This design comes from an exercise in tuning for small area and a short achievable clock period on the open sky130 flow, not from production work. The RTL was checked by simulation tests, not by an equivalence proof against the original design.

Setup of 03-06:
Design rv32i_core, start of the top module:
module rv32i_core (
    input  logic                clk,
    input  logic                rst_n,
    input  logic                instr_valid,
    input  rv32i_pkg::word_t    instr,
    output logic                wb_valid,
    output rv32i_pkg::reg_idx_t wb_rd,
    output rv32i_pkg::word_t    wb_data
);
Size in the first run: roughly 1100 flip-flops, roughly 73 I/O pins, roughly 53000 um2 of cells after synthesis.
==> module decode_stage, before the edit <==
module decode_stage (
    input  logic                clk,
    input  logic                rst_n,
    input  logic                instr_valid,
    input  rv32i_pkg::word_t    instr,
    output rv32i_pkg::reg_idx_t rs1,
    output rv32i_pkg::reg_idx_t rs2,
    input  rv32i_pkg::word_t    rs1_data,
    input  rv32i_pkg::word_t    rs2_data,
    output logic                id_ex_valid,
    output rv32i_pkg::reg_idx_t id_ex_rd,
    output rv32i_pkg::word_t    id_ex_a,
    output rv32i_pkg::word_t    id_ex_b,
    output logic                id_ex_fwd_a,
    output logic                id_ex_fwd_b,
    output rv32i_pkg::alu_ctl_t id_ex_ctl
);
    logic [6:0] opcode;
    logic [2:0] f3;
    logic [4:0] rd;
    logic       is_op, is_imm, is_lui;
    rv32i_pkg::alu_ctl_t ctl;
    rv32i_pkg::word_t    imm, a_d, b_d;
    assign opcode = instr[6:0];
    assign f3     = instr[14:12];
    assign rd     = instr[11:7];
    assign rs1    = instr[19:15];
    assign rs2    = instr[24:20];
    assign is_op  = opcode == rv32i_pkg::opc_op;
    assign is_imm = opcode == rv32i_pkg::opc_op_imm;
    assign is_lui = opcode == rv32i_pkg::opc_lui;
    always_comb begin
        ctl = '0;
        if (is_lui) begin
            ctl.add = 1'b1;
        end else begin
            ctl.sub  = (f3 == 3'b000 && is_op && instr[30]) || f3 == 3'b010 || f3 == 3'b011;
            ctl.add  = f3 == 3'b000;
            ctl.slt  = f3 == 3'b010 || f3 == 3'b011;
            ctl.uns  = f3 == 3'b011;
            ctl.sll  = f3 == 3'b001;
            ctl.srl  = f3 == 3'b101;
            ctl.sra  = f3 == 3'b101 && instr[30];
            ctl.lxor = f3 == 3'b100;
            ctl.lor  = f3 == 3'b110;
            ctl.land = f3 == 3'b111;
        end
    end
    assign imm = is_lui ? {instr[31:12], 12'b0} : {{20{instr[31]}}, instr[31:20]};
    assign a_d = is_lui ? '0 : rs1_data;
    assign b_d = (is_op ? rs2_data : imm) ^ {32{ctl.sub}};
    always_ff @(posedge clk) begin
        if (!rst_n) begin
            id_ex_valid <= 1'b0;
        end else begin
            id_ex_valid <= instr_valid && (is_op || is_imm || is_lui) && rd != '0;
        end
    end
    always_ff @(posedge clk) begin
        id_ex_rd    <= rd;
        id_ex_a     <= a_d;
        id_ex_b     <= b_d;
        id_ex_fwd_a <= id_ex_valid && id_ex_rd == rs1 && !is_lui;
        id_ex_fwd_b <= id_ex_valid && id_ex_rd == rs2 && is_op;
        id_ex_ctl   <= ctl;
    end
endmodule
==> module execute_stage, before the edit <==
module execute_stage (
    input  logic                clk,
    input  logic                rst_n,
    input  logic                id_ex_valid,
    input  rv32i_pkg::reg_idx_t id_ex_rd,
    input  rv32i_pkg::word_t    id_ex_a,
    input  rv32i_pkg::word_t    id_ex_b,
    input  logic                id_ex_fwd_a,
    input  logic                id_ex_fwd_b,
    input  rv32i_pkg::alu_ctl_t id_ex_ctl,
    output logic                wb_valid,
    output rv32i_pkg::reg_idx_t wb_rd,
    output rv32i_pkg::word_t    wb_data
);
    rv32i_pkg::alu_ctl_t c;
    rv32i_pkg::word_t    a, b, sum, res;
    logic [4:0]          sh;
    logic                b31, lt;
    logic [4:0]          rot_amt;
    rv32i_pkg::word_t    rot, keep, keep_l, shft_r;
    logic                fill;
    assign c = id_ex_ctl;
    assign a = id_ex_fwd_a ? wb_data : id_ex_a;
    assign b = id_ex_fwd_b ? (wb_data ^ {32{c.sub}}) : id_ex_b;
    assign sum = a + b + {31'b0, c.sub};
    assign b31 = ~b[31];
    assign lt  = (a[31] != b31) ? (c.uns ? b31 : a[31]) : sum[31];
    assign sh = b[4:0];
    assign rot_amt[0] = sh[0];
    assign rot_amt[1] = sh[1] ^ (c.sll & sh[0]);
    assign rot_amt[2] = sh[2] ^ (c.sll & |sh[1:0]);
    assign rot_amt[3] = sh[3] ^ (c.sll & |sh[2:0]);
    assign rot_amt[4] = sh[4] ^ (c.sll & |sh[3:0]);
    always_comb begin
        rot = a;
        for (int k = 0; k < 5; k++) begin
            if (rot_amt[k]) rot = (rot >> (1 << k)) | (rot << (32 - (1 << k)));
        end
    end
    always_comb begin
        for (int j = 0; j < 32; j++) begin
            keep_l[j] = sh <= 5'(j);
            keep[j]   = c.sll ? keep_l[j] : keep_l[31 - j];
        end
    end
    assign fill   = c.sra & a[31];
    assign shft_r = (keep & rot) | (~keep & {32{fill}});
    assign res = ({32{c.add}}  & sum)
               | ({32{c.slt}}  & {31'b0, lt})
               | ({32{c.sll | c.srl}} & shft_r)
               | ({32{c.lxor}} & (a ^ b))
               | ({32{c.lor}}  & (a | b))
               | ({32{c.land}} & (a & b));
    always_ff @(posedge clk) begin
        if (!rst_n) begin
            wb_valid <= 1'b0;
        end else begin
            wb_valid <= id_ex_valid;
        end
    end
    always_ff @(posedge clk) begin
        wb_rd   <= id_ex_rd;
        wb_data <= res;
    end
endmodule
make LEC_CHECK=0 CAP_MARGIN=20 CORE_MARGIN=2 CORE_UTILIZATION=33 CTS_BUF_LIST=sky130_fd_sc_hd__clkbuf_8 CTS_CLUSTER_DIAMETER=50 CTS_CLUSTER_SIZE=22 PLACE_DENSITY=0.42 SETUP_SLACK_MARGIN=2.5 SLEW_MARGIN=20 finish   # period 5.5 ns
run.sh (not shown) runs the stock make flow with config.mk's settings and CLKGATE_MAP_FILE= SYNTH_SCRIPT=/design/flow/synth_recipe.tcl, a recipe that flattens the netlist after the stock synthesis.
The flow did not stop early for 03-06: all stages ran, and the layout cleared the timing, DRC and antenna checks.
Input changes introduced in 01-20 (baseline for comparison: 03-06):
--- a/flow/design.v
+++ b/flow/design.v
@@ -6,10 +6,11 @@
     localparam logic [6:0] opc_op_imm = 7'b0010011;
     localparam logic [6:0] opc_lui    = 7'b0110111;
     typedef struct packed {
         logic sub;     
         logic add;     
+        logic nadd;    
         logic slt;     
         logic uns;     
         logic sll;     
         logic srl;     
         logic sra;     
@@ -91,11 +92,12 @@
         ctl = '0;
         if (is_lui) begin
             ctl.add = 1'b1;
         end else begin
             ctl.sub  = (f3 == 3'b000 && is_op && instr[30]) || f3 == 3'b010 || f3 == 3'b011;
-            ctl.add  = f3 == 3'b000;
+            ctl.add  = f3 == 3'b000 && !(is_op && instr[30]);
+            ctl.nadd = f3 == 3'b000 && is_op && instr[30];
             ctl.slt  = f3 == 3'b010 || f3 == 3'b011;
             ctl.uns  = f3 == 3'b011;
             ctl.sll  = f3 == 3'b001;
             ctl.srl  = f3 == 3'b101;
             ctl.sra  = f3 == 3'b101 && instr[30];
@@ -103,12 +105,12 @@
             ctl.lor  = f3 == 3'b110;
             ctl.land = f3 == 3'b111;
         end
     end
     assign imm = is_lui ? {instr[31:12], 12'b0} : {{20{instr[31]}}, instr[31:20]};
-    assign a_d = is_lui ? '0 : rs1_data;
-    assign b_d = (is_op ? rs2_data : imm) ^ {32{ctl.sub}};
+    assign a_d = is_lui ? '0 : (rs1_data ^ {32{ctl.sub}});
+    assign b_d = is_op ? rs2_data : imm;
     always_ff @(posedge clk) begin
         if (!rst_n) begin
             id_ex_valid <= 1'b0;
         end else begin
             id_ex_valid <= instr_valid && (is_op || is_imm || is_lui) && rd != '0;
@@ -139,20 +141,44 @@
     output rv32i_pkg::word_t    wb_data
 );
     rv32i_pkg::alu_ctl_t c;
     rv32i_pkg::word_t    a, b, sum, res;
     logic [4:0]          sh;
-    logic                b31, lt;
+    logic                a31, lt;
     logic [4:0]          rot_amt;
     rv32i_pkg::word_t    rot, keep, keep_l, shft_r;
     logic                fill;
     assign c = id_ex_ctl;
-    assign a = id_ex_fwd_a ? wb_data : id_ex_a;
-    assign b = id_ex_fwd_b ? (wb_data ^ {32{c.sub}}) : id_ex_b;
-    assign sum = a + b + {31'b0, c.sub};
-    assign b31 = ~b[31];
-    assign lt  = (a[31] != b31) ? (c.uns ? b31 : a[31]) : sum[31];
+    assign a = id_ex_fwd_a ? (wb_data ^ {32{c.sub}}) : id_ex_a;
+    assign b = id_ex_fwd_b ? wb_data : id_ex_b;
+    function automatic rv32i_pkg::word_t add_ks(rv32i_pkg::word_t x, rv32i_pkg::word_t y);
+        logic [31:0] g, p, gg, pp, ng, np;
+        g  = x & y;
+        p  = x ^ y;
+        gg = g;
+        pp = p;
+        gg[1] = g[1] | ((p[1] & x[0]) & y[0]);
+        pp[1] = p[1] & p[0];
+        for (int i = 2; i < 32; i++) begin
+            gg[i] = g[i] | (p[i] & g[i-1]);
+            pp[i] = p[i] & p[i-1];
+        end
+        for (int l = 1; l < 5; l++) begin
+            ng = gg;
+            np = pp;
+            for (int i = (1 << l); i < 32; i++) begin
+                ng[i] = gg[i] | (pp[i] & gg[i - (1 << l)]);
+                np[i] = pp[i] & pp[i - (1 << l)];
+            end
+            gg = ng;
+            pp = np;
+        end
+        add_ks = p ^ {gg[30:0], 1'b0};
+    endfunction
+    assign sum = add_ks(a, b);
+    assign a31 = ~a[31];
+    assign lt  = (a31 != b[31]) ? (c.uns ? b[31] : a31) : ~sum[31];
     assign sh = b[4:0];
     assign rot_amt[0] = sh[0];
     assign rot_amt[1] = sh[1] ^ (c.sll & sh[0]);
     assign rot_amt[2] = sh[2] ^ (c.sll & |sh[1:0]);
     assign rot_amt[3] = sh[3] ^ (c.sll & |sh[2:0]);
@@ -170,10 +196,11 @@
         end
     end
     assign fill   = c.sra & a[31];
     assign shft_r = (keep & rot) | (~keep & {32{fill}});
     assign res = ({32{c.add}}  & sum)
+               | ({32{c.nadd}} & ~sum)
                | ({32{c.slt}}  & {31'b0, lt})
                | ({32{c.sll | c.srl}} & shft_r)
                | ({32{c.lxor}} & (a ^ b))
                | ({32{c.lor}}  & (a | b))
                | ({32{c.land}} & (a & b));
Notes after the runs:
- 01-20 vs 03-06 on non-clock buffer count: 01-20 is the higher one.
- Compared with 03-06, in 01-20 worst hold slack fell by 0.055 ns; global placer's final weighted congestion fell by 3.4%; met1 track utilization from global routing fell by 2.0 points; worst path buffer plus inverter count fell by 2; proportion of cell area spent on the clock network stayed essentially flat.
- Between 03-06 and 01-20, the flow reports routed length on met3 decreasing by a few percent.

-- re-timing with driven ports --
The flow's constraints put no driver on any port. The routed layouts listed below were extracted and timed again, unchanged, in two steps. Step 1: set_driving_cell puts a clkbuf_16 on clk and a buf_2 on each other input, an assumption about the parent block. Step 2 moves the port delays by t, midway between the first and last clock arrival at a register: inputs arrive t later, outputs are due t later. That takes back most of the time a late clock gives input paths. a / b / c = no drivers / after step 1 / after step 2; a / b = the first two.
| run | t, ns | setup WS [ns] | worst setup path after step 2 | worst slew at a driven data input, ns |
|---|---|---|---|---|
| 03-06 | 1.025 | 1.863 / 1.863 / 1.418 | input to register | 0.18 |
| 01-20 | 0.985 | 2.104 / 2.104 / 1.438 | input to register | 0.08 |
After both steps setup and hold are still met in every run listed. The setup slack of 01-20, which loses most, moves by 0.000 ns with the drivers and by -0.666 ns with both steps.
